This design comes from an exercise in tuning for small area and a short achievable clock period on the open sky130 flow, not from production work.
Only simulation tests tie the RTL to the original design; equivalence was not proved.
Power is estimated from default activity; no workload was simulated.

## decode_stage
module decode_stage #(
  parameter int XLEN  = 32,
  parameter int NREGS = 32
) (
  input  logic            clk,
  input  logic            rst,
  input  logic            in_valid,
  output logic            in_ready,
  input  logic [31:0]     in_instr,
  input  logic [XLEN-1:0] in_pc,
  input  logic            flush,
  input  logic            wb_en,
  input  logic [4:0]      wb_rd,
  input  logic [XLEN-1:0] wb_data,
  output logic            out_valid,
  input  logic            out_ready,
  output logic [XLEN-1:0] out_pc,
  output logic [XLEN-1:0] out_rs1_data,
  output logic [XLEN-1:0] out_rs2_data,
  output logic [XLEN-1:0] out_imm,
  output logic [4:0]      out_rs1,
  output logic [4:0]      out_rs2,
  output logic [4:0]      out_rd,
  output logic [3:0]      out_alu_ctrl,
  output logic            out_mul_en,
  output logic            out_branch,
  output logic            out_mem_read,
  output logic            out_mem_to_reg,
  output logic            out_mem_write,
  output logic            out_alu_src,
  output logic            out_reg_write,
  output logic            out_illegal,
  output logic [1:0]      out_jump
);
Size in the first run: ~2700 cells after synthesis, about 270 I/O pins, ~47000 um^2 of cells after synthesis.
clock: 6.0 ns
lec_check: 0
cap_margin: 20
core_margin: 2
core_utilization: 45
setup_slack_margin: 2.75
slew_margin: 20
synth_hierarchical: 1
synth_minimum_keep_size: 0
standard.sh (not shown) runs the stock make flow with config.mk's settings and CLKGATE_MAP_FILE= SYNTH_SCRIPT=/design/flow/synth_recipe.tcl, a recipe that flattens the netlist after the stock synthesis.
==> flow/flow/run.sh <==
#!/bin/bash
# The standard layout (standard.sh, unchanged synthesis) with three extra make settings:
#  - port buffers are plain buf_1 cells instead of the delay buffer buffer_ports picks on its own;
#  - the resizer may change a cell's footprint (sky130hd's config restricts it to the same one);
#  - clock tree synthesis clusters up to 25 sinks within 80 um per leaf buffer and inserts no
#    dummy loads.
# make's full output goes to flow_make.log here; each ORFS step logs under orfs/logs/.
set -uo pipefail
bash standard.sh \
  MATCH_CELL_FOOTPRINT=0 \
  "BUFFER_PORTS_ARGS=-buffer_cell sky130_fd_sc_hd__buf_1" \
  "CTS_ARGS=-sink_clustering_enable -repair_clock_nets -sink_clustering_size 25 -sink_clustering_max_diameter 80 -dont_use_dummy_load" \
  finish > flow_make.log 2>&1
status=$?
tail -20 flow_make.log
exit $status
The baseline finished with timing, DRC and antenna clean.
==> next run, changes <==
- CORE_UTILIZATION: 45 -> 50
- SETUP_SLACK_MARGIN: 2.75 -> 2.5
After rerunning: Clock power is lower by about 1%. Routed wire length is lower by 6.1%. Total power is lower by 1.3%. Sequential share of layout area is higher by 2.1 points. Cell area is lower by 3.1%. Utilization is higher by 4.0 points. Setup slack got worse by 0.11 ns. Die area is lower by 9.9%. Hold slack barely changes. Non-clock buffer count is lower by 98.
==> next run, changes <==
- SETUP_SLACK_MARGIN: 2.5 -> 2.75
The changed run passed the timing, design-rule and antenna checks.
Setup slack improves by 0.086 ns.
Clock skew barely changes.
Sequential cell count does not change.
Total power rises by 1.4%.
Utilization went up by 2.0 points.
Wire length came out higher by 8.1%.
Sequential power barely changes.
==> next run, changes <==
- SETUP_SLACK_MARGIN: 2.75 -> 2.6
Effect: Final cell count shrinks by 2.7%. Clock power shrinks by about 1%. Setup slack loses 0.022 ns. Routed wire length decreases by 5.5%. First-iteration DRC count came out lower by 6.1%. Global-route usage came out lower by 1.7 points. Flip-flop and latch count does not change. Utilization shrinks by 1.6 points. Worst hold slack is better by 0.010 ns. Total power falls by 0.95%.

Another version of the RTL of decode_stage (not shown whole).
Size: ~2400 cells after synthesis, about 1100 flip-flops, about 270 I/O pins.
Settings: LEC_CHECK=0, CAP_MARGIN=20, CORE_MARGIN=2, CORE_UTILIZATION=40, SLEW_MARGIN=20, SYNTH_HIERARCHICAL=1, SYNTH_MINIMUM_KEEP_SIZE=0; clock period 6.0 ns.
run.sh (not shown) runs the stock make flow with config.mk's settings and CLKGATE_MAP_FILE= SYNTH_SCRIPT=/design/flow/synth_recipe.tcl, a recipe that flattens the netlist after the stock synthesis.
Stock flow here: none of the scripts above is used.
==> next run, changes <==
==> flow/flow/run.sh (new file) <==
#!/bin/bash
# The standard layout (standard.sh, unchanged synthesis) with two extra make settings:
#  - port buffers are plain buf_2 cells instead of the delay buffer buffer_ports picks on its own;
#  - the resizer may change a cell's footprint (sky130hd's config restricts it to the same one).
# make's full output goes to flow_make.log here; each ORFS step logs under orfs/logs/.
set -uo pipefail
bash standard.sh \
  MATCH_CELL_FOOTPRINT=0 \
  "BUFFER_PORTS_ARGS=-buffer_cell sky130_fd_sc_hd__buf_2" \
  finish > flow_make.log 2>&1
status=$?
tail -20 flow_make.log
exit $status
==> flow/standard.sh (new file) <==
#!/bin/bash
# synth_recipe.tcl (not shown) runs the flow's synth.tcl, then flattens the netlist and writes it again
# the make line also repeats each setting of config.mk as NAME=value (left out here)
make -C /OpenROAD-flow-scripts/flow DESIGN_CONFIG=/design/flow/config.mk WORK_HOME=/design/flow/orfs CLKGATE_MAP_FILE= SYNTH_SCRIPT=/design/flow/synth_recipe.tcl "${@:-finish}"
Settings changed: SETUP_SLACK_MARGIN from default to 1.5.
removed: flow/run.sh
Effect:
- wire length went up by 9.8%
- cell count grows by 4.1%
- global-route usage came out higher by 1.6 points
- power fell by 1.3%
- die area stays the same
- first-iteration DRC count increases by 17%
- utilization increases by 1.4 points
- clock-buffer cell count climbs by 9
- worst setup slack gets better by 0.85 ns
- maximum frequency is higher by 18%

== run A ==
decode_stage, a different RTL version from the one above (not shown whole).
Size in the first run: ~1,200 flip-flops, about 270 I/O pins.
Settings: LEC_CHECK=0, CAP_MARGIN=20, CORE_MARGIN=2, CORE_UTILIZATION=40, SETUP_SLACK_MARGIN=2.5, SLEW_MARGIN=20, SYNTH_HIERARCHICAL=1, SYNTH_MINIMUM_KEEP_SIZE=0; clock period 6.0 ns.
standard.sh (not shown) runs the stock make flow with config.mk's settings and CLKGATE_MAP_FILE= SYNTH_SCRIPT=/design/flow/synth_recipe.tcl, a recipe that flattens the netlist after the stock synthesis.
==> flow/flow/run.sh <==
#!/bin/bash
# The standard layout (standard.sh, unchanged synthesis) with two extra make settings:
#  - port buffers are plain buf_2 cells instead of the delay buffer buffer_ports picks on its own;
#  - the resizer may change a cell's footprint (sky130hd's config restricts it to the same one).
# make's full output goes to flow_make.log here; each ORFS step logs under orfs/logs/.
set -uo pipefail
bash standard.sh \
  MATCH_CELL_FOOTPRINT=0 \
  "BUFFER_PORTS_ARGS=-buffer_cell sky130_fd_sc_hd__buf_2" \
  finish > flow_make.log 2>&1
status=$?
tail -20 flow_make.log
exit $status
Setup changes, run A to run B
# run A
export LEC_CHECK = 0
export CAP_MARGIN = 20
export CORE_MARGIN = 2
export CORE_UTILIZATION = 40
export SETUP_SLACK_MARGIN = 2.5
export SLEW_MARGIN = 20
export SYNTH_HIERARCHICAL = 1
export SYNTH_MINIMUM_KEEP_SIZE = 0
create_clock -name core_clock -period 6.0 [get_ports {clk}]
# run B
export LEC_CHECK = 0
export CAP_MARGIN = 20
export CORE_MARGIN = 2
export CORE_UTILIZATION = 40
export CTS_CLUSTER_DIAMETER = 80
export CTS_CLUSTER_SIZE = 25
export SETUP_SLACK_MARGIN = 2.5
export SLEW_MARGIN = 20
export SYNTH_HIERARCHICAL = 1
export SYNTH_MINIMUM_KEEP_SIZE = 0
create_clock -name core_clock -period 6.0 [get_ports {clk}]
==> flow/flow/run.sh <==
#!/bin/bash
# The standard layout (standard.sh, unchanged synthesis) with two extra make settings:
#  - port buffers are plain buf_1 cells instead of the delay buffer buffer_ports picks on its own;
#  - the resizer may change a cell's footprint (sky130hd's config restricts it to the same one).
# make's full output goes to flow_make.log here; each ORFS step logs under orfs/logs/.
set -uo pipefail
bash standard.sh \
  MATCH_CELL_FOOTPRINT=0 \
  "BUFFER_PORTS_ARGS=-buffer_cell sky130_fd_sc_hd__buf_1" \
  finish > flow_make.log 2>&1
status=$?
tail -20 flow_make.log
exit $status
Results
- Delta (run B minus run A): post-cts repair resize count grew by about 60%; time the final worst path needs with I/O delays and setup shrank by 0.096 ns; sequential power held steady.
- [run B vs run A] relative contribution of combinational cells to total power: higher in run B
- Re worst IR drop on VDD: run A was higher than run B.
Changes in run C relative to run B:
# run B
export LEC_CHECK = 0
export CAP_MARGIN = 20
export CORE_MARGIN = 2
export CORE_UTILIZATION = 40
export CTS_CLUSTER_DIAMETER = 80
export CTS_CLUSTER_SIZE = 25
export SETUP_SLACK_MARGIN = 2.5
export SLEW_MARGIN = 20
export SYNTH_HIERARCHICAL = 1
export SYNTH_MINIMUM_KEEP_SIZE = 0
create_clock -name core_clock -period 6.0 [get_ports {clk}]
# run C
export LEC_CHECK = 0
export CAP_MARGIN = 20
export CORE_MARGIN = 2
export CORE_UTILIZATION = 40
export CTS_CLUSTER_DIAMETER = 100
export CTS_CLUSTER_SIZE = 30
export SETUP_SLACK_MARGIN = 2.5
export SLEW_MARGIN = 20
export SYNTH_HIERARCHICAL = 1
export SYNTH_MINIMUM_KEEP_SIZE = 0
create_clock -name core_clock -period 6.0 [get_ports {clk}]
## What came out
- Run C — worst-path maximum fanout 26 higher, run B as reference
- The signed area change from the synthesized netlist to the final layout reported for run C is smaller than that of run B by 1.1 points.
- Run B and run C ended up with nearly the same area of the multi-input gates.
- Run C: count of clock-buffer cells in the layout about 18% below run B
- Wire length of the first global-routing pass: run C vs run B down about 0.38%
- Summary of run C over run B: routed wire length dropped 1.4 mm, summed area of non-filler cells in the final layout dropped about 0.9%.
- As far as max-capacitance violation count goes, run C and run B are indistinguishable; the numbers are identical.
- No run among run B and run C stopped early or left any final violation; all are clean.
The following lists how run D was set up differently from run C:
# run C
export LEC_CHECK = 0
export CAP_MARGIN = 20
export CORE_MARGIN = 2
export CORE_UTILIZATION = 40
export CTS_CLUSTER_DIAMETER = 100
export CTS_CLUSTER_SIZE = 30
export SETUP_SLACK_MARGIN = 2.5
export SLEW_MARGIN = 20
export SYNTH_HIERARCHICAL = 1
export SYNTH_MINIMUM_KEEP_SIZE = 0
create_clock -name core_clock -period 6.0 [get_ports {clk}]
# run D
export LEC_CHECK = 0
export CAP_MARGIN = 20
export CORE_MARGIN = 2
export CORE_UTILIZATION = 50
export SETUP_SLACK_MARGIN = 2.5
export SLEW_MARGIN = 20
export SYNTH_HIERARCHICAL = 1
export SYNTH_MINIMUM_KEEP_SIZE = 0
create_clock -name core_clock -period 6.0 [get_ports {clk}]
==> flow/flow/run.sh <==
#!/bin/bash
# The standard layout (standard.sh, unchanged synthesis) with three extra make settings:
#  - port buffers are plain buf_1 cells instead of the delay buffer buffer_ports picks on its own;
#  - the resizer may change a cell's footprint (sky130hd's config restricts it to the same one);
#  - clock tree synthesis clusters up to 25 sinks within 80 um per leaf buffer and inserts no
#    dummy loads.
# make's full output goes to flow_make.log here; each ORFS step logs under orfs/logs/.
set -uo pipefail
bash standard.sh \
  MATCH_CELL_FOOTPRINT=0 \
  "BUFFER_PORTS_ARGS=-buffer_cell sky130_fd_sc_hd__buf_1" \
  "CTS_ARGS=-sink_clustering_enable -repair_clock_nets -sink_clustering_size 25 -sink_clustering_max_diameter 80 -dont_use_dummy_load" \
  finish > flow_make.log 2>&1
status=$?
tail -20 flow_make.log
exit $status
- Summary: with run C as the reference, routed wire length in run D moved up slightly.
- Summary: overall power consumption, run D better than run C
- [compare] base=run C new=run D: peak supply drop shrank by about 14%, design area moved down, internal power summed over all cells +about 0.5%.
- The hold slack of run D falls short of that of run C by 0.0090 ns.
- Min synthesis-to-layout area growth across run D and run C: run D

[afterwards: timing with drivers on the ports]
The results above use ideal ports. As a check the final layouts listed here were re-extracted and re-timed, cells and wires unchanged. Step 1 sets driving cells, clkbuf_16 on the clock port and buf_2 on the other inputs (assumed; they add their load-dependent delay and slew). Step 2, shift: input delay + t, output delay - t, t = (earliest + latest rising clock arrival at the registers) / 2. This alone moves slack from input paths to output paths. a / b / c = ideal / step 1 / step 2; a / b = the first two.
run | t (ns) | slack for setup (ns) | worst hold slack (ns) | slew at the worst register clock pin (ns)
the first run of note 1 | 0.730 | 2.580 / 2.541 / 1.858 | 0.466 / 0.466 / 0.466 | 0.11 / 0.11
the second run of note 1 | 0.728 | 2.473 / 2.457 / 1.786 | 0.466 / 0.466 / 0.466 | 0.10 / 0.10
the third run of note 1 | 0.740 | 2.559 / 2.510 / 1.770 | 0.466 / 0.466 / 0.466 | 0.10 / 0.10
the fourth run of note 1 | 0.734 | 2.538 / 2.513 / 1.779 | 0.476 / 0.476 / 0.476 | 0.10 / 0.10
the first run of note 2 | 0.759 | 0.379 / 0.310 / 1.069 | 0.485 / 0.485 / 0.485 | 0.07 / 0.07
the second run of note 2 | 0.769 | 1.227 / 1.154 / 1.923 | 0.524 / 0.524 / 0.524 | 0.07 / 0.07
run A | 0.780 | 2.320 / 2.329 / 1.549 | 0.498 / 0.498 / 0.498 | 0.07 / 0.07
run B | 0.782 | 2.416 / 2.392 / 1.679 | 0.496 / 0.496 / 0.496 | 0.10 / 0.10
run C | 0.748 | 2.389 / 2.394 / 1.646 | 0.505 / 0.505 / 0.505 | 0.12 / 0.12
run D | 0.726 | 2.384 / 2.369 / 1.671 | 0.496 / 0.496 / 0.496 | 0.10 / 0.10
After both steps setup and hold are still met in every run listed. The setup slack of the third run of note 1, which loses most, moves by -0.049 ns with the drivers and by -0.789 ns with both steps.
